Background: an optimization exercise with open tools, aiming at a short achievable clock period and few clock cycles per item. Do not read the settings as production practice.
In this exercise RTL edits were held to simulation tests only and were not proved equivalent to the original.
Power and IR drop assume default switching activity.

==> flow/design.v <==
package rv32i_pkg;
    localparam int xlen = 32;
endpackage
`timescale 1ns/1ps
module cpu_pipe (
    input  logic        clk,
    input  logic        rst,
    input  logic        fetch_valid,
    input  logic [31:0] fetch_pc,
    input  logic [31:0] fetch_instr,
    output logic        fetch_stall,
    output logic        retire_valid,
    output logic [31:0] retire_pc,
    output logic [4:0]  retire_rd,
    output logic        retire_reg_we,
    output logic [31:0] retire_value
);
    logic rst_q;
    always_ff @(posedge clk) rst_q <= rst;
    logic stall_q;
    assign fetch_stall = stall_q;
    logic        f_valid;
    logic [31:0] f_pc;
    logic [31:0] f_instr;
    logic [31:1] f_oh1;      
    logic [31:1] f_oh2;      
    always_ff @(posedge clk) begin
        if (!stall_q) begin
            f_pc    <= fetch_pc;
            f_instr <= fetch_instr;
            for (int i = 1; i < 32; i++) begin
                f_oh1[i] <= (fetch_instr[19:15] == 5'(i));
                f_oh2[i] <= (fetch_instr[24:20] == 5'(i));
            end
        end
        if (rst) f_valid <= 1'b0;
        else if (!stall_q) f_valid <= fetch_valid;
    end
    logic [31:0] rf [1:31];
    logic        q_valid;
    logic        q_wr;       
    logic [4:0]  q_rd;
    logic        q_we;
    logic [31:0] q_pc;
    logic [31:0] q_val;
    always_ff @(posedge clk) begin
        for (int i = 1; i < 32; i++) begin
            if (rst_q) rf[i] <= '0;
            else if (q_wr && q_rd == 5'(i)) rf[i] <= q_val;
        end
    end
    logic [31:0] r_rf1, r_rf2;
    always_comb begin
        r_rf1 = '0;
        r_rf2 = '0;
        for (int i = 1; i < 32; i++) begin
            r_rf1 = r_rf1 | ({32{f_oh1[i]}} & rf[i]);
            r_rf2 = r_rf2 | ({32{f_oh2[i]}} & rf[i]);
        end
    end
    logic        g_valid;
    logic [31:0] g_pc;
    logic [31:0] g_instr;
    logic [31:0] g_rf1;
    logic [31:0] g_rf2;
    always_ff @(posedge clk) begin
        if (!stall_q) begin
            g_pc    <= f_pc;
            g_instr <= f_instr;
            g_rf1   <= r_rf1;
            g_rf2   <= r_rf2;
        end
        if (rst) g_valid <= 1'b0;
        else if (!stall_q) g_valid <= f_valid;
    end
    logic [6:0] d_opc;
    logic [2:0] d_f3;
    logic [6:0] d_f7;
    logic [4:0] d_rs1;
    logic [4:0] d_rs2;
    logic [4:0] d_rdf;
    logic d_isr, d_add, d_sub, d_xor, d_or, d_and, d_addi, d_lw, d_sw, d_we;
    logic [31:0] d_imm;
    logic d_go;
    assign d_opc = g_instr[6:0];
    assign d_f3  = g_instr[14:12];
    assign d_f7  = g_instr[31:25];
    assign d_rs1 = g_instr[19:15];
    assign d_rs2 = g_instr[24:20];
    assign d_rdf = g_instr[11:7];
    assign d_isr  = (d_opc == 7'b0110011);
    assign d_add  = d_isr && (d_f7 == 7'b0000000) && (d_f3 == 3'b000);
    assign d_sub  = d_isr && (d_f7 == 7'b0100000) && (d_f3 == 3'b000);
    assign d_xor  = d_isr && (d_f7 == 7'b0000000) && (d_f3 == 3'b100);
    assign d_or   = d_isr && (d_f7 == 7'b0000000) && (d_f3 == 3'b110);
    assign d_and  = d_isr && (d_f7 == 7'b0000000) && (d_f3 == 3'b111);
    assign d_addi = (d_opc == 7'b0010011) && (d_f3 == 3'b000);
    assign d_lw   = (d_opc == 7'b0000011) && (d_f3 == 3'b010);
    assign d_sw   = (d_opc == 7'b0100011) && (d_f3 == 3'b010);
    assign d_we   = d_add | d_sub | d_xor | d_or | d_and | d_addi | d_lw;
    assign d_imm  = d_sw ? {{20{g_instr[31]}}, g_instr[31:25], g_instr[11:7]}
                         : {{20{g_instr[31]}}, g_instr[31:20]};
    assign d_go = g_valid & ~stall_q & ~rst;
    logic [6:0] f_opc;
    logic r_rs1_use;
    logic r_rs2_use;
    assign f_opc     = f_instr[6:0];
    assign r_rs1_use = (f_opc == 7'b0110011) || (f_opc == 7'b0010011) ||
                       (f_opc == 7'b0000011) || (f_opc == 7'b0100011);
    assign r_rs2_use = (f_opc == 7'b0110011);
    always_ff @(posedge clk) begin
        stall_q <= ~rst & ~stall_q & f_valid & g_valid & d_lw & (d_rdf != 5'd0) &
                   ((r_rs1_use && f_instr[19:15] == d_rdf) ||
                    (r_rs2_use && f_instr[24:20] == d_rdf));
    end
    logic        p_valid;
    logic        p_wr;
    logic        p_lw;
    logic        p_sw;
    logic        p_fq;       
    logic [4:0]  p_rd;
    logic        p_we;
    logic [31:0] p_pc;
    logic [31:0] p_val;
    logic [63:0] p_oh;       
    logic [31:0] rdata;
    logic        w_wr;
    logic [4:0]  w_rd;
    logic [31:0] w_val;
    logic        w2_wr;
    logic [4:0]  w2_rd;
    logic [31:0] w2_val;
    logic [31:0] d_rv1, d_rv2;
    always_comb begin
        d_rv1 = g_rf1;
        d_rv2 = g_rf2;
        if (w2_wr && w2_rd == d_rs1) d_rv1 = w2_val;
        if (w2_wr && w2_rd == d_rs2) d_rv2 = w2_val;
        if (w_wr && w_rd == d_rs1) d_rv1 = w_val;
        if (w_wr && w_rd == d_rs2) d_rv2 = w_val;
        if (q_wr && q_rd == d_rs1) d_rv1 = q_val;
        if (q_wr && q_rd == d_rs2) d_rv2 = q_val;
        if (p_wr && p_rd == d_rs1) d_rv1 = p_lw ? rdata : p_val;
        if (p_wr && p_rd == d_rs2) d_rv2 = p_lw ? rdata : p_val;
    end
    logic        x_valid;
    logic        x_wr;       
    logic        x_lw;
    logic        x_sw;
    logic [4:0]  x_rd;       
    logic        x_we;       
    logic [31:0] x_pc;
    logic [31:0] x_a;        
    logic [31:0] x_b;        
    logic [31:0] x_st;       
    logic [7:0]  x_imm;      
    logic        x_fa;       
    logic        x_fbp;      
    logic        x_fbn;      
    logic        x_nfb;      
    logic        x_fs;       
    logic        x_fsl;      
    logic        x_sub;
    logic        s_sum, s_and, s_or, s_xor, s_st;
    logic d_fb;
    assign d_fb = x_wr && !x_lw && (x_rd == d_rs2) && d_isr;
    always_ff @(posedge clk) begin
        x_valid <= d_go;
        x_wr    <= d_go & d_we & (d_rdf != 5'd0);
        x_lw    <= d_go & d_lw;
        x_sw    <= d_go & d_sw;
        x_rd    <= d_we ? d_rdf : 5'd0;
        x_we    <= d_we;
        x_pc    <= g_pc;
        x_a     <= d_rv1;
        x_b     <= d_isr ? (d_sub ? ~d_rv2 : d_rv2) : d_imm;
        x_st    <= d_rv2;
        x_imm   <= d_imm[7:0];
        x_fa    <= x_wr && !x_lw && (x_rd == d_rs1);
        x_fbp   <= d_fb && !d_sub;
        x_fbn   <= d_fb && d_sub;
        x_nfb   <= !d_fb;
        x_fs    <= x_wr && !x_lw && (x_rd == d_rs2);
        x_fsl   <= x_wr && x_lw && (x_rd == d_rs2) && d_sw;
        x_sub   <= d_sub;
        s_sum   <= d_add | d_sub | d_addi;
        s_and   <= d_and;
        s_or    <= d_or;
        s_xor   <= d_xor;
        s_st    <= d_sw;
    end
    logic [31:0] a;
    logic [31:0] b;
    logic [31:0] st;
    logic [31:0] sum;
    logic [7:0]  addr8;
    logic [31:0] res;
    assign a   = x_fa ? p_val : x_a;
    assign b   = ({32{x_fbp}} & p_val) | ({32{x_fbn}} & ~p_val) | ({32{x_nfb}} & x_b);
    assign st  = x_fs ? p_val : x_st;
    logic [32:0] sum33;
    assign sum33 = {a, 1'b1} + {b, x_sub};
    assign sum   = sum33[32:1];
    assign addr8 = a[7:0] + x_imm;
    assign res = ({32{s_sum}} & sum) |
                 ({32{s_and}} & (a & b)) |
                 ({32{s_or}}  & (a | b)) |
                 ({32{s_xor}} & (a ^ b)) |
                 ({32{s_st}}  & st);
    always_ff @(posedge clk) begin
        p_valid <= x_valid & ~rst;
        p_wr    <= x_wr & ~rst;
        p_lw    <= x_lw & ~rst;
        p_sw    <= x_sw & ~rst;
        p_fq    <= x_fsl;
        p_rd    <= x_rd;
        p_we    <= x_we;
        p_pc    <= x_pc;
        p_val   <= res;
        for (int k = 0; k < 64; k++) p_oh[k] <= (addr8[7:2] == 6'(k));
    end
    logic [31:0] mem [64];
    logic [31:0] stv;
    assign stv = p_fq ? q_val : p_val;
    always_comb begin
        rdata = '0;
        for (int k = 0; k < 64; k++) rdata = rdata | ({32{p_oh[k]}} & mem[k]);
    end
    always_ff @(posedge clk) begin
        for (int k = 0; k < 64; k++) begin
            if (rst_q) mem[k] <= '0;
            else if (p_sw && p_oh[k]) mem[k] <= stv;
        end
    end
    always_ff @(posedge clk) begin
        q_valid <= p_valid & ~rst;
        q_wr    <= p_wr & ~rst;
        q_rd    <= p_rd;
        q_we    <= p_we;
        q_pc    <= p_pc;
        q_val   <= p_lw ? rdata : stv;
        w_wr    <= q_wr & ~rst;
        w_rd    <= q_rd;
        w_val   <= q_val;
        w2_wr   <= w_wr & ~rst;
        w2_rd   <= w_rd;
        w2_val  <= w_val;
    end
    assign retire_valid  = q_valid;
    assign retire_pc     = q_pc;
    assign retire_rd     = q_rd;
    assign retire_reg_we = q_we;
    assign retire_value  = q_val;
endmodule
==> flow/run.sh <==
#!/bin/bash
# synth_recipe.tcl (not shown) runs the flow's synth.tcl, then flattens the netlist and writes it again
# the make line also repeats each setting of config.mk as NAME=value (left out here)
make -C /OpenROAD-flow-scripts/flow DESIGN_CONFIG=/design/flow/config.mk WORK_HOME=/design/flow/orfs CLKGATE_MAP_FILE= SYNTH_SCRIPT=/design/flow/synth_recipe.tcl finish
==> flow/config.mk <==
export PLATFORM = sky130hd
export DESIGN_NAME = cpu_pipe
export DESIGN_NICKNAME = cpu_pipe
export VERILOG_FILES = /design/flow/design.v
export SDC_FILE = /design/flow/constraint.sdc
export NUM_CORES = 4
export LEC_CHECK = 0
export ABC_CLOCK_PERIOD_IN_PS = 2400
export CAP_MARGIN = 20
export CORE_MARGIN = 2
export CORE_UTILIZATION = 28
export SETUP_SLACK_MARGIN = 3.6
export SLEW_MARGIN = 20
==> flow/constraint.sdc <==
create_clock -name core_clock -period 6.0 [get_ports {clk}]
set_input_delay 1.2000 -clock core_clock [delete_from_list [all_inputs] [get_ports {clk}]]
set_output_delay 1.2000 -clock core_clock [all_outputs]
set_load 0.01 [all_outputs]
==> notes.md, run 1 <==
GRT Util Overall: 30.1%
Worst R2R End: p_val[30]
H-tree lvl count: 5
async set-or-reset flop fraction in the synthesized netlist: 0%
CTS root buffer: sky130_fd_sc_hd__clkbuf_16
clock insertion delay at the later pin of the skew report: 1.10 ns
highest achievable clock rate: 321 MHz
global-route congestion overflow total: 0
register cell area after layout: 77,900 sq um
number of design rule violations left after detail routing: 0
Gate Count Post-Synth: 16,900
Seq/Total Area, Yosys: 51.5%
RSZ-0062 raised after global routing: yes
number of distinct library cells after synthesis: 73
first-pass GRT wire length: 1,160,000 microns
Area Overhead vs Synth: 25.6%
final slew viol count: 0
endpoint of the worst setup timing path: p_val[30]
total chip power: 51,500 uW
number of failing setup endpoints in the final timing report: 0
starting utilization of the core area: 28.0%
DRT iter0 DRCs: 35,100
area share of the largest cell type after synthesis: 46.5%
top_reg_cell synth: sky130_fd_sc_hd__dfxtp_1
largest fanout on the critical path: 6
Final Skew: 0.102 ns
vias after detailed routing: 160,000
pre-CTS WS: 2.03 ns
r2r setup slk: 2.88 ns
power per cell area: 273 nW/um^2
outcome: no timing/DRC/antenna violations
iteration count of the initial detailed-routing pass: 12
final hold violation count: 0
hold depth: 0
Clock Sinks: 3,743
width of the die: 737 microns
maxcap violations: 0
Cell Rows: 269
share of final-layout standard cells stronger than drive strength 1: 17.6%
CTS tree: done
net count after synthesis: 17,100
Critical Path RT: 6.97 ns
peak ir drop on the vdd network: 0.253 mV
total routed wirelength: 893,000 microns
post-route worst setup slack: 2.88 ns
startpoint of the worst setup timing path: x_fa
HP Class: reg -> reg
HPWL Detailed: 427,000 microns
number of antenna violations at the first check in global routing: 111
clock transition time at the flip-flop clock pins of the worst setup and hold paths: 0.07 ns
Reg2Reg Depth: 12
time the final worst path needs with I/O delays and setup: 3.12 ns
arrival time at the worst endpoint: 4.09 ns
Longest Clk Path Bufs: 4
I/O pin total: 139
mean routed wirelength per cell: 36.4 microns
count of port buffers added during placement: 138
Crit Path Category: reg -> reg
number of global-route vias before repair: 138,000
type of element launching the critical path: flip-flop
height of the die: 737 microns
endpoint type of the worst setup path: flip-flop
number of buffers added by the clock tree synthesis step: 376
largest area contributor in the synthesized netlist: sky130_fd_sc_hd__dfxtp_1
Synth Area per Inst: 8.88 sq um
Max-slew headroom: 9.40%
Filler Cells Inserted: 53,500
Syn Std Cell Area: 150,000 sq um
Avg Vias per Cell: 6.55
number of warning messages in the yosys log: 3
pin count of the biggest net entering global routing: 222
post-synthesis register bit count: 3,743
hold buffer count at cts: 0
DIE AREA: 543,000 sq um
post-layout net count: 17,000
static leakage power: 0.0605 uW
Worst Tran Pin Value: 1.36 ns
worst hold-check slack: 0.306 ns
area of the core region: 536,000 sq um
crit share post-route: 51.9%
Post-synth EDFFs: 254
cell types occupying the most area after synthesis: sky130_fd_sc_hd__dfxtp_1, sky130_fd_sc_hd__a211oi_1, sky130_fd_sc_hd__nor2_1, sky130_fd_sc_hd__a22oi_1, sky130_fd_sc_hd__nand2_1
fin util: 35.2%
Final ANT Viol Nets: 0
Final TNS setup: 0 ns
area used by multi-input combinational logic: 71,700 sq um
global placement routability congestion: 0.930
start of the worst register-to-register path: x_fa
-- report_power, final --
part | internal [uW] | switching, uW
combinational | 344 | 1010
clock | 13900 | 11000
sequential | 25200 | 90.4
total | 39400 | 12100
-- worst max-delay path, stage by stage (launching register included) --
cell and delay, ns:
sky130_fd_sc_hd__dfxtp_4 0.46, sky130_fd_sc_hd__buf_12 0.17, sky130_fd_sc_hd__mux2i_4 0.25, sky130_fd_sc_hd__inv_2 0.07, sky130_fd_sc_hd__ha_4 0.30, sky130_fd_sc_hd__nand3_2 0.08
sky130_fd_sc_hd__o211ai_4 0.26, sky130_fd_sc_hd__a41oi_4 0.18, sky130_fd_sc_hd__a211oi_4 0.38, sky130_fd_sc_hd__nor3_4 0.09, sky130_fd_sc_hd__or4_4 0.44, sky130_fd_sc_hd__a211oi_2 0.20
sky130_fd_sc_hd__nand3b_1 0.14
-- cell families (layout without fill, tap and decap cells) --
kind of cell               Yosys count  in the layout  synth area share [%]
AOI/OAI and AO/OA                 5478           5479                  26.3
and+or+nand+nor                   5415           5485                  14.8
DFF                               3743           3743                  51.5
buffers and inverters             1957           2154                  4.99
muxes                              176            177                  1.21
xor gates and xnor gates            84             85                 0.494
adders and majority gates           71             71                 0.596
other                                0            122                     0
-- flip-flops by register name (all words and copies together), names as in the netlist, 32 cells and up --
register,count
g_rf2,32
x_a,32
g_rf1,32
x_st,32
w2_val,32
x_b,32
f_pc,32
rf,992
mem,2048
x_pc,32
p_pc,32
q_val,32
w_val,32
p_val,32
f_instr,32
q_pc,32
g_instr,32
g_pc,32
p_oh,64
-- placed cells by master (no fill, tap or decap), drive strengths merged, types with 143 or more instances in the layout --
cell,n
a22oi,1120
a211oi,2150
clkbuf,552
dfxtp,3489
edfxtp,254
nor2,2272
a221oi,402
a21oi,1125
nand3,312
mux2i,143
nand2,2227
a22o,353
buf,1267
nand4,199
-- metrics by stage --
stage | std cells | instance area (sq um)
floorplan | 16900 | 151000
finish | 24500 | 189000
CTS | 24100 | 184000
global placement | 22800 | 159000
global route | 24400 | 188000
detailed placement | 22800 | 159000
-- Yosys cell counts (22+ instances only) --
| library cell | count |
|---|---|
| sky130_fd_sc_hd__dfxtp_1 | 3489 |
| sky130_fd_sc_hd__nor2_1 | 2272 |
| sky130_fd_sc_hd__nand2_1 | 2226 |
| sky130_fd_sc_hd__a211oi_1 | 2149 |
| sky130_fd_sc_hd__clkbuf_1 | 1424 |
| sky130_fd_sc_hd__a21oi_1 | 1121 |
| sky130_fd_sc_hd__a22oi_1 | 1120 |
| sky130_fd_sc_hd__a221oi_1 | 399 |
| sky130_fd_sc_hd__buf_1 | 366 |
| sky130_fd_sc_hd__a22o_1 | 353 |
| sky130_fd_sc_hd__nand3_1 | 311 |
| sky130_fd_sc_hd__edfxtp_1 | 254 |
| sky130_fd_sc_hd__nand4_1 | 199 |
| sky130_fd_sc_hd__mux2i_1 | 140 |
| sky130_fd_sc_hd__or4_1 | 99 |
| sky130_fd_sc_hd__a222oi_1 | 96 |
| sky130_fd_sc_hd__inv_1 | 92 |
| sky130_fd_sc_hd__nor3_1 | 84 |
| sky130_fd_sc_hd__and2_1 | 71 |
| sky130_fd_sc_hd__ha_1 | 70 |
| sky130_fd_sc_hd__buf_2 | 61 |
| sky130_fd_sc_hd__o21ai_0 | 59 |
| sky130_fd_sc_hd__nor2b_1 | 49 |
| sky130_fd_sc_hd__xor2_1 | 45 |
| sky130_fd_sc_hd__xnor2_1 | 38 |
| sky130_fd_sc_hd__a221o_1 | 33 |
| sky130_fd_sc_hd__mux2_2 | 33 |
| sky130_fd_sc_hd__and3_1 | 31 |
| sky130_fd_sc_hd__o21bai_1 | 29 |
| sky130_fd_sc_hd__nor4_1 | 25 |
| sky130_fd_sc_hd__a311oi_1 | 22 |
-- how the worst min path moves through the flow --
stage	from	end	slack, ns
after floorplan	x_fsl	p_fq	0.31
after global placement	p_pc[26]	q_pc[26]	0.31
after detailed placement	p_pc[22]	q_pc[22]	0.31
after CTS	x_pc[29]	p_pc[29]	0.29
after global routing	x_pc[29]	p_pc[29]	0.32
final	x_pc[29]	p_pc[29]	0.31
-- per-layer routing --
layer / routed length, microns / GRT usage [%] / up-vias
met4: 104000 / 25.3 / 110
met2: 331000 / 40.1 / 17300
met3: 163000 / 16.6 / 6100
met1: 292000 / 34.5 / 75100
met5: 2980 / 2.18 / -
li1: - / - / 61800
-- cell type report --
cell class	instances	area share, %
Multi-Input combinational cell	11300	38.0
Inverter	93	0.188
Sequential cell	3743	41.3
Clock buffer	538	5.80
Timing Repair inverter	1	0.00265
Tap cell	7181	4.76
Clock inverter	153	0.886
Timing Repair Buffer	1369	8.91
Antenna cell	122	0.162
-- what timing repair did --
action	CTS	global route
gates resized for setup	1711	454
buffers inserted	524	230
cloned	79	44
endpoints found under the setup margin	3198	2012
pin swaps	260	217
Testbench counts, summed over its fixed seeds: cycles 16,575, instructions 16,000.
==> run 2: changes to the inputs <==
--- a/flow/config.mk
+++ b/flow/config.mk
@@ -8,6 +8,8 @@
 export ABC_CLOCK_PERIOD_IN_PS = 2400
-export CAP_MARGIN = 20
+export CAP_MARGIN = 40
+export CELL_PAD_IN_SITES_DETAIL_PLACEMENT = 1
+export CELL_PAD_IN_SITES_GLOBAL_PLACEMENT = 2
 export CORE_MARGIN = 2
-export CORE_UTILIZATION = 28
+export CORE_UTILIZATION = 40
 export SETUP_SLACK_MARGIN = 3.6
-export SLEW_MARGIN = 20
+export SLEW_MARGIN = 65
==> notes.md, run 2 <==
Post-synth EDFFs: 254 (unchanged)
largest fanout on the critical path: 7 (was 6)
number of antenna violations at the first check in global routing: 122 (was 111)
area share of the largest cell type after synthesis: 46.5% (unchanged)
mean routed wirelength per cell: 46.3 microns (was 36.4 microns)
DIE AREA: 381,000 sq um (was 543,000 sq um)
clock transition time at the flip-flop clock pins of the worst setup and hold paths: 0.08 ns (was 0.07 ns)
Clock Sinks: 3,743 (unchanged)
post-layout net count: 17,700 (was 17,000)
static leakage power: 0.0674 uW (was 0.0605 uW)
final instance count without filler cells: 23,000 (was 24,500)
pin count of the biggest net entering global routing: 100 (was 222)
starting utilization of the core area: 40.1% (was 28.0%)
number of buffers added by the clock tree synthesis step: 420 (was 376)
Biggest register: mem (unchanged)
number of design rule violations left after detail routing: 0 (unchanged)
Longest Clk Path Bufs: 4 (unchanged)
cell types occupying the most area after synthesis: sky130_fd_sc_hd__dfxtp_1, sky130_fd_sc_hd__a211oi_1, sky130_fd_sc_hd__nor2_1, sky130_fd_sc_hd__a22oi_1, sky130_fd_sc_hd__nand2_1 (unchanged)
number of distinct library cells after synthesis: 73 (unchanged)
area of the core region: 375,000 sq um (was 536,000 sq um)
top post-synthesis cells by count: sky130_fd_sc_hd__dfxtp_1, sky130_fd_sc_hd__nor2_1, sky130_fd_sc_hd__nand2_1 (unchanged)
iteration count of the initial detailed-routing pass: 12 (unchanged)
final hold violation count: 0 (unchanged)
async set-or-reset flop fraction in the synthesized netlist: 0% (unchanged)
Area Overhead vs Synth: 33.6% (was 25.6%)
vias after detailed routing: 166,000 (was 160,000)
Max-slew headroom: 48.1% (was 9.40%)
highest achievable clock rate: 311 MHz (was 321 MHz)
Crit Path Category: reg -> reg (unchanged)
Synth Area per Inst: 8.88 sq um (unchanged)
Worst Tran Pin Value: 0.778 ns (was 1.36 ns)
peak ir drop on the vdd network: 0.260 mV (was 0.253 mV)
Gate Count Post-Synth: 16,900 (unchanged)
count of port buffers added during placement: 138 (unchanged)
Seq/Total Area, Yosys: 51.5% (unchanged)
CTS root buffer: sky130_fd_sc_hd__clkbuf_16 (unchanged)
Avg Vias per Cell: 7.23 (was 6.55)
most frequent cells in the layout: sky130_fd_sc_hd__dfxtp_1, sky130_fd_sc_hd__nor2_1, sky130_fd_sc_hd__nand2_1 (unchanged)
net count after synthesis: 17,100 (unchanged)
CTS tree: done (unchanged)
Cell Rows: 225 (was 269)
RSZ-0062 raised after global routing: yes (unchanged)
global-route congestion overflow total: 0 (unchanged)
final slew viol count: 0 (unchanged)
H-tree lvl count: 5 (unchanged)
largest area contributor in the synthesized netlist: sky130_fd_sc_hd__dfxtp_1 (unchanged)
GRT Util Overall: 52.0% (was 30.1%)
outcome: no timing/DRC/antenna violations (unchanged)
most common library cell in the layout ignoring fill and taps: sky130_fd_sc_hd__dfxtp_1 (unchanged)
I/O pin total: 139 (unchanged)
time the final worst path needs with I/O delays and setup: 3.21 ns (was 3.12 ns)
Final ANT Viol Nets: 0 (unchanged)
Critical Path RT: 6.98 ns (was 6.97 ns)
HPWL Detailed: 620,000 microns (was 427,000 microns)
Final TNS setup: 0 ns (unchanged)
placed cell areas: 166,000 sq um (was 159,000 sq um)
clock insertion delay at the later pin of the skew report: 1.12 ns (was 1.10 ns)
total routed wirelength: 1,070,000 microns (was 893,000 microns)
DRT iter0 DRCs: 26,800 (was 35,100)
first-pass GRT wire length: 1,360,000 microns (was 1,160,000 microns)
height of the die: 617 microns (was 737 microns)
endpoint type of the worst setup path: flip-flop (unchanged)
number of failing setup endpoints in the final timing report: 0 (unchanged)
share of final-layout standard cells stronger than drive strength 1: 21.5% (was 17.6%)
number of global-route vias before repair: 155,000 (was 138,000)
finished layout cell area: 201,000 sq um (was 189,000 sq um)
Final Skew: 0.0616 ns (was 0.102 ns)
most frequent cell after synthesis: sky130_fd_sc_hd__dfxtp_1 (unchanged)
post-synthesis register bit count: 3,743 (unchanged)
maxcap violations: 0 (unchanged)
arrival time at the worst endpoint: 4.19 ns (was 4.09 ns)
Filler Cells Inserted: 40,100 (was 53,500)
width of the die: 617 microns (was 737 microns)
Syn Std Cell Area: 150,000 sq um (unchanged)
number of warning messages in the yosys log: 3 (unchanged)
flip-flop count of the largest register, all copies and words added: 2,048 (unchanged)
global placement routability congestion: 0.950 (was 0.930)
power per cell area: 270 nW/um^2 (was 273 nW/um^2)
HP Class: reg -> reg (unchanged)
top_reg_cell synth: sky130_fd_sc_hd__dfxtp_1 (unchanged)
Top Registers: mem (2048), rf (992), p_oh (64) (unchanged)
placed cells: 21,100 (was 22,800)
type of element launching the critical path: flip-flop (unchanged)
crit share post-route: 53.5% (was 51.9%)
-- run 2: final timing paths --
path | startpoint | endpoint | slack (ns) | depth (start not counted)
hold reg to reg | p_pc[21] | q_pc[21] | 0.32 | 0
setup / recovery | x_fa | p_oh[63] | 2.79 | 17
setup reg to reg | x_fa | p_oh[63] | 2.79 | 17
hold / removal | p_pc[21] | q_pc[21] | 0.32 | 0
-- run 2: timing repair --
item	in CTS	in global routing
pin swaps	311	322
endpoints found under the setup margin	1532	925
buffers inserted	509	357
hold buffers	0	0
cloned	75	53
gates resized for setup	1755	549
-- run 2: layer usage --
layer  track usage [%]  vias up  wire, microns
met5             0.404        -            777
met1              58.6    82000         356000
li1                  -    63200              -
met4              52.4       47         138000
met3              18.3     6032         140000
met2              74.9    15000         431000
-- run 2: worst max-delay path, stage by stage (launching register included) --
cell                       delay (ns)
sky130_fd_sc_hd__dfxtp_4         0.39
sky130_fd_sc_hd__buf_12          0.11
sky130_fd_sc_hd__buf_16          0.14
sky130_fd_sc_hd__mux2i_4         0.25
sky130_fd_sc_hd__inv_2           0.09
sky130_fd_sc_hd__ha_4            0.23
sky130_fd_sc_hd__a31oi_4         0.24
sky130_fd_sc_hd__o21bai_4        0.09
sky130_fd_sc_hd__a21oi_4         0.25
sky130_fd_sc_hd__buf_6           0.14
sky130_fd_sc_hd__buf_6           0.10
sky130_fd_sc_hd__buf_6           0.10
sky130_fd_sc_hd__buf_8           0.12
sky130_fd_sc_hd__xnor2_4         0.10
sky130_fd_sc_hd__nor2_4          0.17
sky130_fd_sc_hd__buf_12          0.14
sky130_fd_sc_hd__nand2_4         0.09
sky130_fd_sc_hd__nor3_1          0.33
-- run 2: stage by stage --
stage / setup WS, ns / total power [uW] / hold WS [ns] / utilization (%)
after floorplan: 1.44 / 26300 / 0.310 / -
after global placement: 1.63 / 26900 / 0.310 / 41.8
after detailed placement: 2.09 / 27000 / 0.313 / 44.3
after CTS: 2.89 / 53800 / 0.324 / 51.5
after global routing: 2.74 / 55100 / 0.320 / 53.5
final: 2.79 / 54300 / 0.319 / 53.6
-- run 2: report_power, final --
group          internal (uW)  switching (uW)  leakage, uW
sequential             25200            91.7       0.0311
clock                  15600           11700      0.00696
combinational            538            1210       0.0292
-- run 2: cell families after synthesis --
family | after synthesis | share of synthesized area, %
AOI/OAI and AO/OA | 5478 | 26.3
xor gates and xnor gates | 84 | 0.494
adders and majority gates | 71 | 0.596
buffers and inverters | 1957 | 4.99
DFF | 3743 | 51.5
muxes | 176 | 1.21
and+or+nand+nor | 5415 | 14.8
-- run 2: layout make-up --
type | count | area [sq um] | share of cell area (%)
inverters | 93 | 357 | 0.178
flip-flops and latches | 3743 | 77900 | 38.8
multi-input cells | 11200 | 72200 | 36.0
diodes | 111 | 278 | 0.138
well taps | 4994 | 6250 | 3.11
repair buffers | 2062 | 29600 | 14.7
clock buffers | 617 | 12400 | 6.16
clock inverters | 146 | 1790 | 0.890
==> run 3: changes to the inputs <==
--- a/flow/design.v
+++ b/flow/design.v
@@ -124,2 +124,3 @@
     logic [31:0] p_val;
+    logic [31:0] p_alu;      
     logic [63:0] p_oh;       
@@ -157,2 +158,3 @@
     logic        x_fa;       
+    logic        x_fam;      
     logic        x_fbp;      
@@ -178,3 +180,4 @@
         x_imm   <= d_imm[7:0];
-        x_fa    <= x_wr && !x_lw && (x_rd == d_rs1);
+        x_fa    <= x_wr && !x_lw && (x_rd == d_rs1) && !(d_lw || d_sw);
+        x_fam   <= x_wr && !x_lw && (x_rd == d_rs1) && (d_lw || d_sw);
         x_fbp   <= d_fb && !d_sub;
@@ -195,6 +198,6 @@
     logic [31:0] sum;
-    logic [7:0]  addr8;
+    logic [7:0]  base8;
     logic [31:0] res;
-    assign a   = x_fa ? p_val : x_a;
-    assign b   = ({32{x_fbp}} & p_val) | ({32{x_fbn}} & ~p_val) | ({32{x_nfb}} & x_b);
+    assign a   = x_fa ? p_alu : x_a;
+    assign b   = ({32{x_fbp}} & p_alu) | ({32{x_fbn}} & ~p_alu) | ({32{x_nfb}} & x_b);
     assign st  = x_fs ? p_val : x_st;
@@ -203,8 +206,26 @@
     assign sum   = sum33[32:1];
-    assign addr8 = a[7:0] + x_imm;
-    assign res = ({32{s_sum}} & sum) |
-                 ({32{s_and}} & (a & b)) |
-                 ({32{s_or}}  & (a | b)) |
-                 ({32{s_xor}} & (a ^ b)) |
-                 ({32{s_st}}  & st);
+    assign base8 = x_fam ? p_val[7:0] : x_a[7:0];
+    logic [31:0] res_alu;
+    assign res_alu = ({32{s_sum}} & sum) |
+                     ({32{s_and}} & (a & b)) |
+                     ({32{s_or}}  & (a | b)) |
+                     ({32{s_xor}} & (a ^ b));
+    assign res = res_alu | ({32{s_st}} & st);
+    logic [7:0] sp;      
+    logic [7:0] sg;      
+    logic       c2;      
+    logic [63:0] hit;
+    assign sp = base8 ^ x_imm;
+    assign sg = base8 & x_imm;
+    assign c2 = sg[1] | (sp[1] & sg[0]);
+    always_comb begin
+        for (int k = 0; k < 64; k++) begin
+            logic [7:2] r;       
+            logic ok;
+            for (int j = 2; j < 8; j++) r[j] = sp[j] ^ k[j-2];
+            ok = (r[2] == c2);
+            for (int j = 2; j < 7; j++) ok = ok & (r[j+1] == (sg[j] | (sp[j] & r[j])));
+            hit[k] = ok;
+        end
+    end
     always_ff @(posedge clk) begin
@@ -219,3 +240,4 @@
         p_val   <= res;
-        for (int k = 0; k < 64; k++) p_oh[k] <= (addr8[7:2] == 6'(k));
+        p_alu   <= res_alu;
+        p_oh    <= hit;
     end
--- a/flow/config.mk
+++ b/flow/config.mk
@@ -9,6 +9,4 @@
 export CAP_MARGIN = 40
-export CELL_PAD_IN_SITES_DETAIL_PLACEMENT = 1
-export CELL_PAD_IN_SITES_GLOBAL_PLACEMENT = 2
 export CORE_MARGIN = 2
-export CORE_UTILIZATION = 40
+export CORE_UTILIZATION = 28
 export SETUP_SLACK_MARGIN = 3.6
==> notes.md, run 3 <==
area of the core region: 540,000 sq um (was 375,000 sq um)
DIE AREA: 547,000 sq um (was 381,000 sq um)
number of antenna violations at the first check in global routing: 54 (was 122)
Worst Tran Pin Value: 0.730 ns (was 0.778 ns)
Post-synth EDFFs: 254 (unchanged)
endpoint type of the worst setup path: flip-flop (unchanged)
clock transition time at the flip-flop clock pins of the worst setup and hold paths: 0.06 ns (was 0.08 ns)
global placement routability congestion: 0.943 (was 0.950)
clock insertion delay at the later pin of the skew report: 1.06 ns (was 1.12 ns)
Syn Std Cell Area: 152,000 sq um (was 150,000 sq um)
I/O pin total: 139 (unchanged)
Worst Hold End: q_pc[12] (was q_pc[21])
Final ANT Viol Nets: 0 (unchanged)
top post-synthesis cells by count: sky130_fd_sc_hd__dfxtp_1, sky130_fd_sc_hd__nor2_1, sky130_fd_sc_hd__a211oi_1 (was sky130_fd_sc_hd__dfxtp_1, sky130_fd_sc_hd__nor2_1, sky130_fd_sc_hd__nand2_1)
area share of the largest cell type after synthesis: 46.5% (about the same)
post-layout net count: 17,200 (was 17,700)
time the final worst path needs with I/O delays and setup: 3.18 ns (was 3.21 ns)
start of the worst register-to-register path: x_fbn (was x_fa)
vias after detailed routing: 155,000 (was 166,000)
total routed wirelength: 840,000 microns (was 1,070,000 microns)
cell types occupying the most area after synthesis: sky130_fd_sc_hd__dfxtp_1, sky130_fd_sc_hd__a211oi_1, sky130_fd_sc_hd__a22oi_1, sky130_fd_sc_hd__nor2_1, sky130_fd_sc_hd__nand2_1 (was sky130_fd_sc_hd__dfxtp_1, sky130_fd_sc_hd__a211oi_1, sky130_fd_sc_hd__nor2_1, sky130_fd_sc_hd__a22oi_1, sky130_fd_sc_hd__nand2_1)
register cell area after layout: 78,600 sq um (was 77,900 sq um)
async set-or-reset flop fraction in the synthesized netlist: 0% (unchanged)
maxcap violations: 0 (unchanged)
Seq/Total Area, Yosys: 51.6% (was 51.5%)
H-tree lvl count: 5 (unchanged)
Reg2Reg Depth: 13 (was 17)
GRT Util Overall: 28.7% (was 52.0%)
number of distinct library cells after synthesis: 77 (was 73)
peak ir drop on the vdd network: 0.274 mV (was 0.260 mV)
iteration count of the initial detailed-routing pass: 17 (was 12)
Final Skew: 0.0882 ns (was 0.0616 ns)
area used by multi-input combinational logic: 71,400 sq um (was 72,200 sq um)
RSZ-0062 raised after global routing: yes (unchanged)
Gate Count Post-Synth: 17,000 (was 16,900)
pin count of the biggest net entering global routing: 104 (was 100)
width of the die: 740 microns (was 617 microns)
hold path startpoint: p_pc[12] (was p_pc[21])
Worst R2R End: p_val[28] (was p_oh[63])
fin util: 36.0% (was 53.6%)
Area Overhead vs Synth: 28.1% (was 33.6%)
Crit Path Category: reg -> reg (unchanged)
Synth Area per Inst: 8.92 sq um (was 8.88 sq um)
mean routed wirelength per cell: 34.1 microns (was 46.3 microns)
count of port buffers added during placement: 138 (unchanged)
number of buffers added by the clock tree synthesis step: 382 (was 420)
crit share post-route: 53.0% (was 53.5%)
Max-slew headroom: 51.4% (was 48.1%)
largest area contributor in the synthesized netlist: sky130_fd_sc_hd__dfxtp_1 (unchanged)
share of final-layout standard cells stronger than drive strength 1: 18.1% (was 21.5%)
final hold violation count: 0 (unchanged)
r2r setup slk: 2.82 ns (was 2.79 ns)
busiest layer in global routing: met2 (unchanged)
finished layout cell area: 194,000 sq um (was 201,000 sq um)
met3 global-route usage: 12.3% (was 18.3%)
power per cell area: 270 nW/um^2 (about the same)
height of the die: 740 microns (was 617 microns)
most frequent cell after synthesis: sky130_fd_sc_hd__dfxtp_1 (unchanged)
arrival time at the worst endpoint: 4.07 ns (was 4.19 ns)
Top Registers: mem (2048), rf (992), p_oh (64) (unchanged)
type of element launching the critical path: flip-flop (unchanged)
first-pass GRT wire length: 1,130,000 microns (was 1,360,000 microns)
static leakage power: 0.0634 uW (was 0.0674 uW)
most frequent cells in the layout: sky130_fd_sc_hd__dfxtp_1, sky130_fd_sc_hd__nor2_1, sky130_fd_sc_hd__a211oi_1 (was sky130_fd_sc_hd__dfxtp_1, sky130_fd_sc_hd__nor2_1, sky130_fd_sc_hd__nand2_1)
Cell Rows: 270 (was 225)
Final TNS setup: 0 ns (unchanged)
Longest Clk Path Bufs: 4 (unchanged)
top_reg_cell synth: sky130_fd_sc_hd__dfxtp_1 (unchanged)
final slew viol count: 0 (unchanged)
largest fanout on the critical path: 9 (was 7)
DRT iter0 DRCs: 31,200 (was 26,800)
most common library cell in the layout ignoring fill and taps: sky130_fd_sc_hd__dfxtp_1 (unchanged)
grt met1 use: 33.4% (was 58.6%)
Critical Path RT: 6.89 ns (was 6.98 ns)
HPWL Detailed: 496,000 microns (was 620,000 microns)
number of design rule violations left after detail routing: 0 (unchanged)
flip-flop count of the largest register, all copies and words added: 2,048 (unchanged)
placed cell areas: 168,000 sq um (was 166,000 sq um)
global-route congestion overflow total: 0 (unchanged)
highest achievable clock rate: 315 MHz (was 311 MHz)
starting utilization of the core area: 28.1% (was 40.1%)
net count after synthesis: 17,100 (about the same)
CTS tree: done (unchanged)
Clock Sinks: 3,776 (was 3,743)
Avg Vias per Cell: 6.30 (was 7.23)
number of global-route vias before repair: 139,000 (was 155,000)
outcome: no timing/DRC/antenna violations (unchanged)
startpoint of the worst setup timing path: x_fbn (was x_fa)
Filler Cells Inserted: 53,400 (was 40,100)
Biggest register: mem (unchanged)
hold depth: 0 (unchanged)
HP Class: reg -> reg (unchanged)
post-synthesis register bit count: 3,776 (was 3,743)
CTS root buffer: sky130_fd_sc_hd__clkbuf_16 (unchanged)
number of warning messages in the yosys log: 3 (unchanged)
number of failing setup endpoints in the final timing report: 0 (unchanged)
met2 track demand over resource in global routing: 40.0% (was 74.9%)
-- run 3: cell types whose count changed after synthesis, sizes merged, moves of 20 or more --
cell | previous run | this run
a22oi | 1120 | 1194
nor3 | 84 | 53
nor2 | 2272 | 2322
dfxtp | 3489 | 3522
a21o | 10 | 53
clkbuf | 1425 | 1485
buf | 439 | 372
o21ai | 59 | 36
a311oi | 22 | 0
a221oi | 402 | 348
nand2 | 2226 | 2164
nand3 | 311 | 331
a211oi | 2150 | 2204
a22o | 353 | 316
-- run 3: layout make-up --
| type | instances | area share, % |
|---|---|---|
| clock inverter | 148 | 0.958 |
| tap | 7208 | 4.65 |
| clock buffer | 558 | 5.76 |
| inverter | 95 | 0.188 |
| sequential | 3776 | 40.5 |
| multi-input combinational | 11300 | 36.8 |
| antenna | 49 | 0.0632 |
| timing repair buffer | 1553 | 11.1 |
-- run 3: how the worst max path moves through the flow --
stage	cells after the start	endpoint	slack, ns
global route	14	p_val[26]	2.75
finish	13	p_val[28]	2.82
CTS	12	p_val[26]	2.91
detailed placement	13	p_val[30]	2.42
floorplan	1	f_instr[0]	1.44
global placement	13	p_val[30]	2.06
-- run 3: per-layer routing --
metal  wire length, microns  up-vias
met2                 327000    15100
met5                    951        -
met1                 279000    72800
met3                 135000     5349
met4                  97300       46
li1                       -    62100
-- run 3: cell families after synthesis --
| family | synth area share (%) |
|---|---|
| flip-flops | 51.6 |
| AO/OA/AOI/OAI | 26.4 |
| adder cells (fa/ha/maj) | 0.633 |
| multiplexers | 1.20 |
| buffers and inverters | 4.96 |
| AND/OR/NAND/NOR | 14.7 |
| XOR/XNOR | 0.555 |
-- run 3: power by group --
group	leakage, uW	switching (uW)	internal [uW]	total, uW
Combinational	0.0256	1100	447	1550
Sequential	0.0314	92.7	25400	25500
Clock	0.00643	10900	14500	25500
-- run 3: per-stage QoR --
step | hold WS [ns] | setup WS [ns] | power [uW] | std cells
3_5_place_dp | 0.312 | 2.42 | 27200 | 23200
6_report | 0.325 | 2.82 | 52500 | 24600
4_1_cts | 0.322 | 2.91 | 52100 | 24400
2_1_floorplan | 0.310 | 1.44 | 26600 | 17000
3_3_place_gp | 0.310 | 2.06 | 27200 | 22900
5_1_grt | 0.324 | 2.75 | 53300 | 24600
-- run 3: critical path, cell delays in order (launching register included) --
cell and delay, ns:
sky130_fd_sc_hd__dfxtp_4 0.40, sky130_fd_sc_hd__buf_12 0.16, sky130_fd_sc_hd__nor2b_1 0.12, sky130_fd_sc_hd__a221o_1 0.31
sky130_fd_sc_hd__ha_4 0.26, sky130_fd_sc_hd__and4_4 0.20, sky130_fd_sc_hd__and3_4 0.15, sky130_fd_sc_hd__and3_4 0.14
sky130_fd_sc_hd__a311o_1 0.40, sky130_fd_sc_hd__nor2_4 0.20, sky130_fd_sc_hd__o31a_1 0.24, sky130_fd_sc_hd__o21ai_1 0.09
sky130_fd_sc_hd__a31o_2 0.25, sky130_fd_sc_hd__a21o_1 0.14
-- run 3: repair_timing --
action | CTS | global route
pin swaps | 265 | 166
setup endpoints to repair | 1102 | 949
buffers inserted | 442 | 156
cloned | 28 | 17
hold buffers | 0 | 0
gates resized for setup | 1244 | 380
Testbench counts of run 3, summed over its fixed seeds: cycles 16,575, instructions 16,000.
==> run 4: changes to the inputs <==
--- a/flow/design.v
+++ b/flow/design.v
@@ -20,3 +20,4 @@
     logic stall_q;
-    assign fetch_stall = stall_q;
+    logic stall_o;       
+    assign fetch_stall = stall_o;
     logic        f_valid;
@@ -84,2 +85,3 @@
     logic d_go;
+    logic d_late;    
     assign d_opc = g_instr[6:0];
@@ -110,6 +112,9 @@
     assign r_rs2_use = (f_opc == 7'b0110011);
+    logic stall_n;
+    assign stall_n = f_valid & g_valid & d_lw & d_late & (d_rdf != 5'd0) &
+                     ((r_rs1_use && f_instr[19:15] == d_rdf) ||
+                      (r_rs2_use && f_instr[24:20] == d_rdf));
     always_ff @(posedge clk) begin
-        stall_q <= ~rst & ~stall_q & f_valid & g_valid & d_lw & (d_rdf != 5'd0) &
-                   ((r_rs1_use && f_instr[19:15] == d_rdf) ||
-                    (r_rs2_use && f_instr[24:20] == d_rdf));
+        stall_q <= ~rst & ~stall_q & stall_n;
+        stall_o <= ~(rst | stall_q | ~stall_n);
     end
@@ -127,2 +132,4 @@
     logic [31:0] rdata;
+    logic [31:0] mem [64];
+    logic [31:0] stv;
     logic        w_wr;
@@ -133,14 +140,29 @@
     logic [31:0] w2_val;
+    logic b1_rf, b1_w2, b1_w, b1_q, b1_pv, b1_pl;
+    logic b2_rf, b2_w2, b2_w, b2_q, b2_pv, b2_pl;
     logic [31:0] d_rv1, d_rv2;
+    assign d_rv1 = ({32{b1_rf}} & g_rf1) | ({32{b1_w2}} & w2_val) | ({32{b1_w}} & w_val) |
+                   ({32{b1_q}} & q_val) | ({32{b1_pv}} & p_val) | ({32{b1_pl}} & rdata);
+    assign d_rv2 = ({32{b2_rf}} & g_rf2) | ({32{b2_w2}} & w2_val) | ({32{b2_w}} & w_val) |
+                   ({32{b2_q}} & q_val) | ({32{b2_pv}} & p_val) | ({32{b2_pl}} & rdata);
+    logic [7:0] d_b8;
+    assign d_b8 = ({8{b1_rf}} & g_rf1[7:0]) | ({8{b1_w2}} & w2_val[7:0]) |
+                  ({8{b1_w}} & w_val[7:0]) | ({8{b1_q}} & q_val[7:0]) |
+                  ({8{b1_pv}} & p_val[7:0]);
+    logic [7:0]  dsp;
+    logic [7:0]  dsg;
+    logic        dc2;
+    logic [63:0] d_hit;
+    assign dsp = d_b8 ^ d_imm[7:0];
+    assign dsg = d_b8 & d_imm[7:0];
+    assign dc2 = dsg[1] | (dsp[1] & dsg[0]);
     always_comb begin
-        d_rv1 = g_rf1;
-        d_rv2 = g_rf2;
-        if (w2_wr && w2_rd == d_rs1) d_rv1 = w2_val;
-        if (w2_wr && w2_rd == d_rs2) d_rv2 = w2_val;
-        if (w_wr && w_rd == d_rs1) d_rv1 = w_val;
-        if (w_wr && w_rd == d_rs2) d_rv2 = w_val;
-        if (q_wr && q_rd == d_rs1) d_rv1 = q_val;
-        if (q_wr && q_rd == d_rs2) d_rv2 = q_val;
-        if (p_wr && p_rd == d_rs1) d_rv1 = p_lw ? rdata : p_val;
-        if (p_wr && p_rd == d_rs2) d_rv2 = p_lw ? rdata : p_val;
+        for (int k = 0; k < 64; k++) begin
+            logic [7:2] r;
+            logic ok;
+            for (int j = 2; j < 8; j++) r[j] = dsp[j] ^ k[j-2];
+            ok = (r[2] == dc2);
+            for (int j = 2; j < 7; j++) ok = ok & (r[j+1] == (dsg[j] | (dsp[j] & r[j])));
+            d_hit[k] = ok;
+        end
     end
@@ -148,4 +170,5 @@
     logic        x_wr;       
-    logic        x_lw;
+    logic        x_lw;       
     logic        x_sw;
+    logic [63:0] x_oh;       
     logic [4:0]  x_rd;       
@@ -154,2 +177,3 @@
     logic [31:0] x_a;        
+    logic [31:0] x_an;       
     logic [31:0] x_b;        
@@ -159,5 +183,4 @@
     logic        x_fam;      
-    logic        x_fbp;      
-    logic        x_fbn;      
-    logic        x_nfb;      
+    logic        x_fb;       
+    logic        k00, k10, k01p, k01n, k11;    
     logic        x_fs;       
@@ -165,5 +188,36 @@
     logic        x_sub;
-    logic        s_sum, s_and, s_or, s_xor, s_st;
-    logic d_fb;
-    assign d_fb = x_wr && !x_lw && (x_rd == d_rs2) && d_isr;
+    logic        s_and, s_or, s_xor, s_st, s_eld;
+    logic d_fa, d_fb, d_sum;
+    assign d_fa  = x_wr && !x_lw && (x_rd == d_rs1);
+    assign d_fb  = x_wr && !x_lw && (x_rd == d_rs2) && d_isr;
+    assign d_sum = d_add | d_sub | d_addi;
+    assign d_late = (x_wr && (x_rd == d_rs1)) || b1_pl;
+    logic [4:0] n_rs1;
+    logic [4:0] n_rs2;
+    logic n1_p, n1_q, n1_w, n1_w2;
+    logic n2_p, n2_q, n2_w, n2_w2;
+    assign n_rs1 = stall_q ? d_rs1 : f_instr[19:15];
+    assign n_rs2 = stall_q ? d_rs2 : f_instr[24:20];
+    assign n1_p  = x_wr && (x_rd == n_rs1);
+    assign n1_q  = p_wr && (p_rd == n_rs1);
+    assign n1_w  = q_wr && (q_rd == n_rs1);
+    assign n1_w2 = w_wr && (w_rd == n_rs1);
+    assign n2_p  = x_wr && (x_rd == n_rs2);
+    assign n2_q  = p_wr && (p_rd == n_rs2);
+    assign n2_w  = q_wr && (q_rd == n_rs2);
+    assign n2_w2 = w_wr && (w_rd == n_rs2);
+    always_ff @(posedge clk) begin
+        b1_pl <= ~rst & n1_p & x_lw;
+        b1_pv <= ~rst & n1_p & ~x_lw;
+        b1_q  <= ~rst & ~n1_p & n1_q;
+        b1_w  <= ~rst & ~n1_p & ~n1_q & n1_w;
+        b1_w2 <= ~rst & ~n1_p & ~n1_q & ~n1_w & n1_w2;
+        b1_rf <= rst | (~n1_p & ~n1_q & ~n1_w & ~n1_w2);
+        b2_pl <= ~rst & n2_p & x_lw;
+        b2_pv <= ~rst & n2_p & ~x_lw;
+        b2_q  <= ~rst & ~n2_p & n2_q;
+        b2_w  <= ~rst & ~n2_p & ~n2_q & n2_w;
+        b2_w2 <= ~rst & ~n2_p & ~n2_q & ~n2_w & n2_w2;
+        b2_rf <= rst | (~n2_p & ~n2_q & ~n2_w & ~n2_w2);
+    end
     always_ff @(posedge clk) begin
@@ -171,3 +225,4 @@
         x_wr    <= d_go & d_we & (d_rdf != 5'd0);
-        x_lw    <= d_go & d_lw;
+        x_lw    <= d_go & d_lw & d_late;
+        x_oh    <= d_hit;
         x_sw    <= d_go & d_sw;
@@ -178,9 +233,13 @@
         x_b     <= d_isr ? (d_sub ? ~d_rv2 : d_rv2) : d_imm;
+        x_an    <= d_sub ? ~d_rv1 : d_rv1;
         x_st    <= d_rv2;
         x_imm   <= d_imm[7:0];
-        x_fa    <= x_wr && !x_lw && (x_rd == d_rs1) && !(d_lw || d_sw);
+        x_fa    <= d_fa && !(d_add || d_sub || d_addi || d_lw || d_sw);
         x_fam   <= x_wr && !x_lw && (x_rd == d_rs1) && (d_lw || d_sw);
-        x_fbp   <= d_fb && !d_sub;
-        x_fbn   <= d_fb && d_sub;
-        x_nfb   <= !d_fb;
+        x_fb    <= d_fb && !(d_add || d_sub);
+        k00     <= d_sum && !d_fa && !d_fb;
+        k10     <= d_sum &&  d_fa && !d_fb;
+        k01p    <= d_sum && !d_fa &&  d_fb && !d_sub;
+        k01n    <= d_sum && !d_fa &&  d_fb &&  d_sub;
+        k11     <= d_sum &&  d_fa &&  d_fb && !d_sub;    
         x_fs    <= x_wr && !x_lw && (x_rd == d_rs2);
@@ -188,3 +247,2 @@
         x_sub   <= d_sub;
-        s_sum   <= d_add | d_sub | d_addi;
         s_and   <= d_and;
@@ -193,2 +251,3 @@
         s_st    <= d_sw;
+        s_eld   <= d_lw & !d_late;
     end
@@ -201,10 +260,31 @@
     assign a   = x_fa ? p_alu : x_a;
-    assign b   = ({32{x_fbp}} & p_alu) | ({32{x_fbn}} & ~p_alu) | ({32{x_nfb}} & x_b);
+    assign b   = x_fb ? p_alu : x_b;
     assign st  = x_fs ? p_val : x_st;
-    logic [32:0] sum33;
-    assign sum33 = {a, 1'b1} + {b, x_sub};
-    assign sum   = sum33[32:1];
+    logic [32:0] sum00;
+    logic [32:0] sum10;
+    logic [31:0] sum01;
+    assign sum00 = {x_a, 1'b1} + {x_b, x_sub};
+    assign sum10 = {p_alu, 1'b1} + {x_b, x_sub};
+    assign sum01 = x_an + p_alu;
+    assign sum   = ({32{k00}}  & sum00[32:1]) |
+                   ({32{k10}}  & sum10[32:1]) |
+                   ({32{k01p}} & sum01) |
+                   ({32{k01n}} & ~sum01) |
+                   ({32{k11}}  & {p_alu[30:0], 1'b0});
     assign base8 = x_fam ? p_val[7:0] : x_a[7:0];
+    logic [31:0] eld_mem;
+    logic        eld_st;
+    logic [31:0] eld;
+    always_comb begin
+        eld_mem = '0;
+        eld_st  = 1'b0;
+        for (int k = 0; k < 64; k++) begin
+            eld_mem = eld_mem | ({32{x_oh[k]}} & mem[k]);
+            eld_st  = eld_st | (x_oh[k] & p_oh[k]);
+        end
+    end
+    assign eld = (p_sw && eld_st) ? stv : eld_mem;
     logic [31:0] res_alu;
-    assign res_alu = ({32{s_sum}} & sum) |
+    assign res_alu = sum |
+                     ({32{s_eld}} & eld) |
                      ({32{s_and}} & (a & b)) |
@@ -243,4 +323,2 @@
     end
-    logic [31:0] mem [64];
-    logic [31:0] stv;
     assign stv = p_fq ? q_val : p_val;
@@ -270,7 +348,13 @@
     end
+    logic [4:0]  o_rd;
+    logic [31:0] o_val;
+    always_ff @(posedge clk) begin
+        o_rd  <= p_valid ? p_rd : 5'd0;
+        o_val <= p_valid ? (p_lw ? rdata : stv) : 32'd0;
+    end
     assign retire_valid  = q_valid;
     assign retire_pc     = q_pc;
-    assign retire_rd     = q_rd;
+    assign retire_rd     = o_rd;
     assign retire_reg_we = q_we;
-    assign retire_value  = q_val;
+    assign retire_value  = o_val;
 endmodule
--- a/flow/config.mk
+++ b/flow/config.mk
@@ -9,2 +9,4 @@
 export CAP_MARGIN = 40
+export CELL_PAD_IN_SITES_DETAIL_PLACEMENT = 1
+export CELL_PAD_IN_SITES_GLOBAL_PLACEMENT = 2
 export CORE_MARGIN = 2
==> notes.md, run 4 <==
most frequent cell after synthesis: sky130_fd_sc_hd__dfxtp_1 (unchanged)
global placement routability congestion: 1.04 (was 0.943)
iteration count of the initial detailed-routing pass: 11 (was 17)
HP Class: reg -> reg (unchanged)
maxcap violations: 0 (unchanged)
Area Overhead vs Synth: 33.6% (was 28.1%)
post-synthesis register bit count: 3,918 (was 3,776)
Post-Synth Adder-Cell Area: 1.34% (was 0.633%)
Max-slew headroom: 57.2% (was 51.4%)
area share of the largest cell type after synthesis: 42.8% (was 46.5%)
peak ir drop on the vdd network: 0.281 mV (was 0.274 mV)
combinational group share of total power: 4.0% (was 2.9%)
crit share post-route: 62.1% (was 53.0%)
post-layout net count: 20,200 (was 17,200)
Critical Path RT: 6.96 ns (was 6.89 ns)
reported net switching power: 14,700 uW (was 12,100 uW)
routed length on met1: 503,000 microns (was 279,000 microns)
placed cells: 26,700 (was 23,200)
top post-synthesis cells by count: sky130_fd_sc_hd__dfxtp_1, sky130_fd_sc_hd__nor2_1, sky130_fd_sc_hd__nand2_1 (was sky130_fd_sc_hd__dfxtp_1, sky130_fd_sc_hd__nor2_1, sky130_fd_sc_hd__a211oi_1)
final instance count without filler cells: 28,600 (was 24,600)
starting utilization of the core area: 28.1% (about the same)
post-synthesis mux area share: 1.24% (was 1.20%)
Biggest register: mem (unchanged)
total chip power: 58,400 uW (was 52,500 uW)
static leakage power: 0.0782 uW (was 0.0634 uW)
Flop pwr share: 45.3% (was 48.5%)
share of final-layout standard cells stronger than drive strength 1: 21.1% (was 18.1%)
highest achievable clock rate: 268 MHz (was 315 MHz)
largest area contributor in the synthesized netlist: sky130_fd_sc_hd__dfxtp_1 (unchanged)
HPWL Detailed: 934,000 microns (was 496,000 microns)
met3 wire length: 176,000 microns (was 135,000 microns)
Final ANT Viol Nets: 0 (unchanged)
detailed route wirelength on metal2: 574,000 microns (was 327,000 microns)
Cell Rows: 287 (was 270)
Avg Vias per Cell: 6.91 (was 6.30)
clock network power share: 50.7% (was 48.5%)
async set-or-reset flop fraction in the synthesized netlist: 0% (unchanged)
cell types occupying the most area after synthesis: sky130_fd_sc_hd__dfxtp_1, sky130_fd_sc_hd__a211oi_1, sky130_fd_sc_hd__a221oi_1, sky130_fd_sc_hd__a22o_1, sky130_fd_sc_hd__nor2_1 (was sky130_fd_sc_hd__dfxtp_1, sky130_fd_sc_hd__a211oi_1, sky130_fd_sc_hd__a22oi_1, sky130_fd_sc_hd__nor2_1, sky130_fd_sc_hd__nand2_1)
mean routed wirelength per cell: 49.3 microns (was 34.1 microns)
most common library cell in the layout ignoring fill and taps: sky130_fd_sc_hd__dfxtp_1 (unchanged)
number of global-route vias before repair: 181,000 (was 139,000)
final hold violation count: 0 (unchanged)
hold depth: 0 (unchanged)
top_reg_cell synth: sky130_fd_sc_hd__dfxtp_1 (unchanged)
number of distinct library cells after synthesis: 85 (was 77)
internal cell power: 43,700 uW (was 40,400 uW)
pre-CTS WS: 2.08 ns (was 2.42 ns)
sw frac: 25.2% (was 23.1%)
Longest Clk Path Bufs: 4 (unchanged)
most frequent cells in the layout: sky130_fd_sc_hd__dfxtp_1, sky130_fd_sc_hd__nor2_1, sky130_fd_sc_hd__nand2_1 (was sky130_fd_sc_hd__dfxtp_1, sky130_fd_sc_hd__nor2_1, sky130_fd_sc_hd__a211oi_1)
largest fanout on the critical path: 18 (was 9)
count of port buffers added during placement: 138 (unchanged)
GRT Util Overall: 43.4% (was 28.7%)
number of warning messages in the yosys log: 3 (unchanged)
Reg2Reg Depth: 10 (was 13)
Worst Tran Pin Value: 0.642 ns (was 0.730 ns)
power per cell area: 255 nW/um^2 (was 270 nW/um^2)
register cell area after layout: 81,700 sq um (was 78,600 sq um)
vias after detailed routing: 198,000 (was 155,000)
post-synthesis share of cell area spent on and, or, nand and nor gates: 14.4% (was 14.7%)
CTS tree: done (unchanged)
number of buffers added by the clock tree synthesis step: 460 (was 382)
Gate Count Post-Synth: 19,400 (was 17,000)
DIE AREA: 619,000 sq um (was 547,000 sq um)
Final TNS setup: 0 ns (unchanged)
flip-flop count of the largest register, all copies and words added: 2,048 (unchanged)
DRT iter0 DRCs: 32,200 (was 31,200)
hold buffer count at cts: 0 (unchanged)
area used by multi-input combinational logic: 89,900 sq um (was 71,400 sq um)
Crit Path Category: reg -> reg (unchanged)
number of antenna violations at the first check in global routing: 143 (was 54)
I/O pin total: 139 (unchanged)
max layer used: met5 (unchanged)
share of the synthesized netlist area taken by xor and xnor gates: 1.09% (was 0.555%)
H-tree lvl count: 5 (unchanged)
time the final worst path needs with I/O delays and setup: 3.73 ns (was 3.18 ns)
Syn Std Cell Area: 171,000 sq um (was 152,000 sq um)
Seq/Total Area, Yosys: 47.2% (was 51.6%)
Synth Area per Inst: 8.82 sq um (was 8.92 sq um)
post-route worst setup slack: 2.27 ns (was 2.82 ns)
Post-synth EDFFs: 254 (unchanged)
first-pass GRT wire length: 1,810,000 microns (was 1,130,000 microns)
type of element launching the critical path: flip-flop (unchanged)
combinational family with the most area after synthesis: compound AO/OA/AOI/OAI gates (unchanged)
outcome: no timing/DRC/antenna violations (unchanged)
clock transition time at the flip-flop clock pins of the worst setup and hold paths: 0.06 ns (about the same)
pin count of the biggest net entering global routing: 100 (was 104)
Final Skew: 0.110 ns (was 0.0882 ns)
height of the die: 787 microns (was 740 microns)
Clock Sinks: 3,918 (was 3,776)
width of the die: 787 microns (was 740 microns)
endpoint type of the worst setup path: flip-flop (unchanged)
worst hold-check slack: 0.319 ns (was 0.325 ns)
RSZ-0062 raised after global routing: yes (unchanged)
number of failing setup endpoints in the final timing report: 0 (unchanged)
arrival time at the worst endpoint: 4.69 ns (was 4.07 ns)
total routed wirelength: 1,410,000 microns (was 840,000 microns)
Top Registers: mem (2048), rf (992) (was mem (2048), rf (992), p_oh (64))
CTS root buffer: sky130_fd_sc_hd__clkbuf_16 (unchanged)
Filler Cells Inserted: 67,500 (was 53,400)
net count after synthesis: 19,700 (was 17,100)
clock insertion delay at the later pin of the skew report: 1.19 ns (was 1.06 ns)
complex-gate fraction of the synthesized area: 29.7% (was 26.4%)
global-route congestion overflow total: 0 (unchanged)
final slew viol count: 0 (unchanged)
area of the core region: 610,000 sq um (was 540,000 sq um)
number of design rule violations left after detail routing: 0 (unchanged)
## run 4: power by group through the flow
stage	Combinational (uW)	Sequential [uW]	Clock (uW)
after floorplan	710	27000	0
after global placement	1450	27200	0
after detailed placement	1740	27100	0
after CTS	2030	26500	29800
after global routing	2240	26500	30700
final	2310	26500	29600
## run 4: repair_timing
item                                    in CTS  in global routing
pin swaps                                  364                265
gates resized for setup                   1849                525
gates cloned                                30                 18
setup buffers                              533                213
endpoints found under the setup margin    1592               1048
## run 4: cells by family after synthesis
group | count (synthesis)
compound gates | 6761
mux | 205
simple gates | 5874
buf+inv | 2280
flops | 3918
fa+ha+maj | 182
xor+xnor | 214
## run 4: final timing paths
check                           startpoint         to  slack [ns]
worst max-delay path              x_oh[21]  p_val[19]        2.27
worst min-delay path              x_pc[26]   p_pc[26]        0.32
worst max register to register    x_oh[21]  p_val[19]        2.27
worst min register to register    x_pc[26]   p_pc[26]        0.32
## run 4: routing by layer
metal	GRT usage, %	up-vias
met5	0.753	-
met3	18.7	7173
met4	36.4	62
li1	-	74200
met1	49.5	98400
met2	62.5	17800
## run 4: cell type report
cell class | count | area share, %
sequential | 3918 | 35.7
clock inverter | 188 | 0.907
tap | 8092 | 4.42
multi-input combinational | 13200 | 39.3
clock buffer | 654 | 5.80
antenna | 194 | 0.212
timing repair buffer | 2167 | 13.5
inverter | 144 | 0.241
## run 4: stage by stage
| step | util (%) | cell area (sq um) |
|---|---|---|
| floorplan | - | 172000 |
| global placement | 29.9 | 182000 |
| detailed placement | 31.9 | 195000 |
| CTS | 36.5 | 223000 |
| global route | 37.5 | 229000 |
| finish | 37.5 | 229000 |
## run 4: critical path, stage by stage (launching register included)
cell and delay, ns:
sky130_fd_sc_hd__dfxtp_4 0.46, sky130_fd_sc_hd__buf_12 0.22, sky130_fd_sc_hd__buf_8 0.22, sky130_fd_sc_hd__a22o_1 0.32, sky130_fd_sc_hd__a221oi_1 0.46, sky130_fd_sc_hd__nand4_1 0.38, sky130_fd_sc_hd__buf_4 0.31, sky130_fd_sc_hd__nor4_4 0.42
sky130_fd_sc_hd__a21oi_2 0.14, sky130_fd_sc_hd__a2111oi_4 0.34, sky130_fd_sc_hd__nand3_1 0.12
Testbench counts of run 4, summed over its fixed seeds: cycles 16,085, instructions 16,000.

[static timing again, ports no longer ideal]
The results above use ideal ports. As a check the final layouts listed here were re-extracted and re-timed, cells and wires unchanged. Step 1 assumes that a clkbuf_16 drives the clock port and a buf_2 every other input. Step 2 moves the port delays by t, midway between the first and last clock arrival at a register: inputs arrive t later, outputs are due t later. That takes back most of the time a late clock gives input paths. a / b / c = ideal ports / drivers / drivers and shift; a / b = the first two.
| run | t (ns) | slack for setup (ns) | clock arrival spread, ns | slew at the worst register clock pin (ns) | cell pins on the clock port's net |
|---|---|---|---|---|---|
| run 1 | 1.160 | 2.884 / 2.884 / 2.884 | 0.118 / 0.118 | 0.07 / 0.07 | 1 |
| run 2 | 1.224 | 2.788 / 2.788 / 2.788 | 0.069 / 0.069 | 0.08 / 0.08 | 1 |
| run 3 | 1.139 | 2.821 / 2.821 / 2.821 | 0.093 / 0.093 | 0.07 / 0.07 | 1 |
| run 4 | 1.268 | 2.271 / 2.271 / 2.271 | 0.114 / 0.115 | 0.07 / 0.07 | 1 |
After both steps every run listed still meets setup and hold.
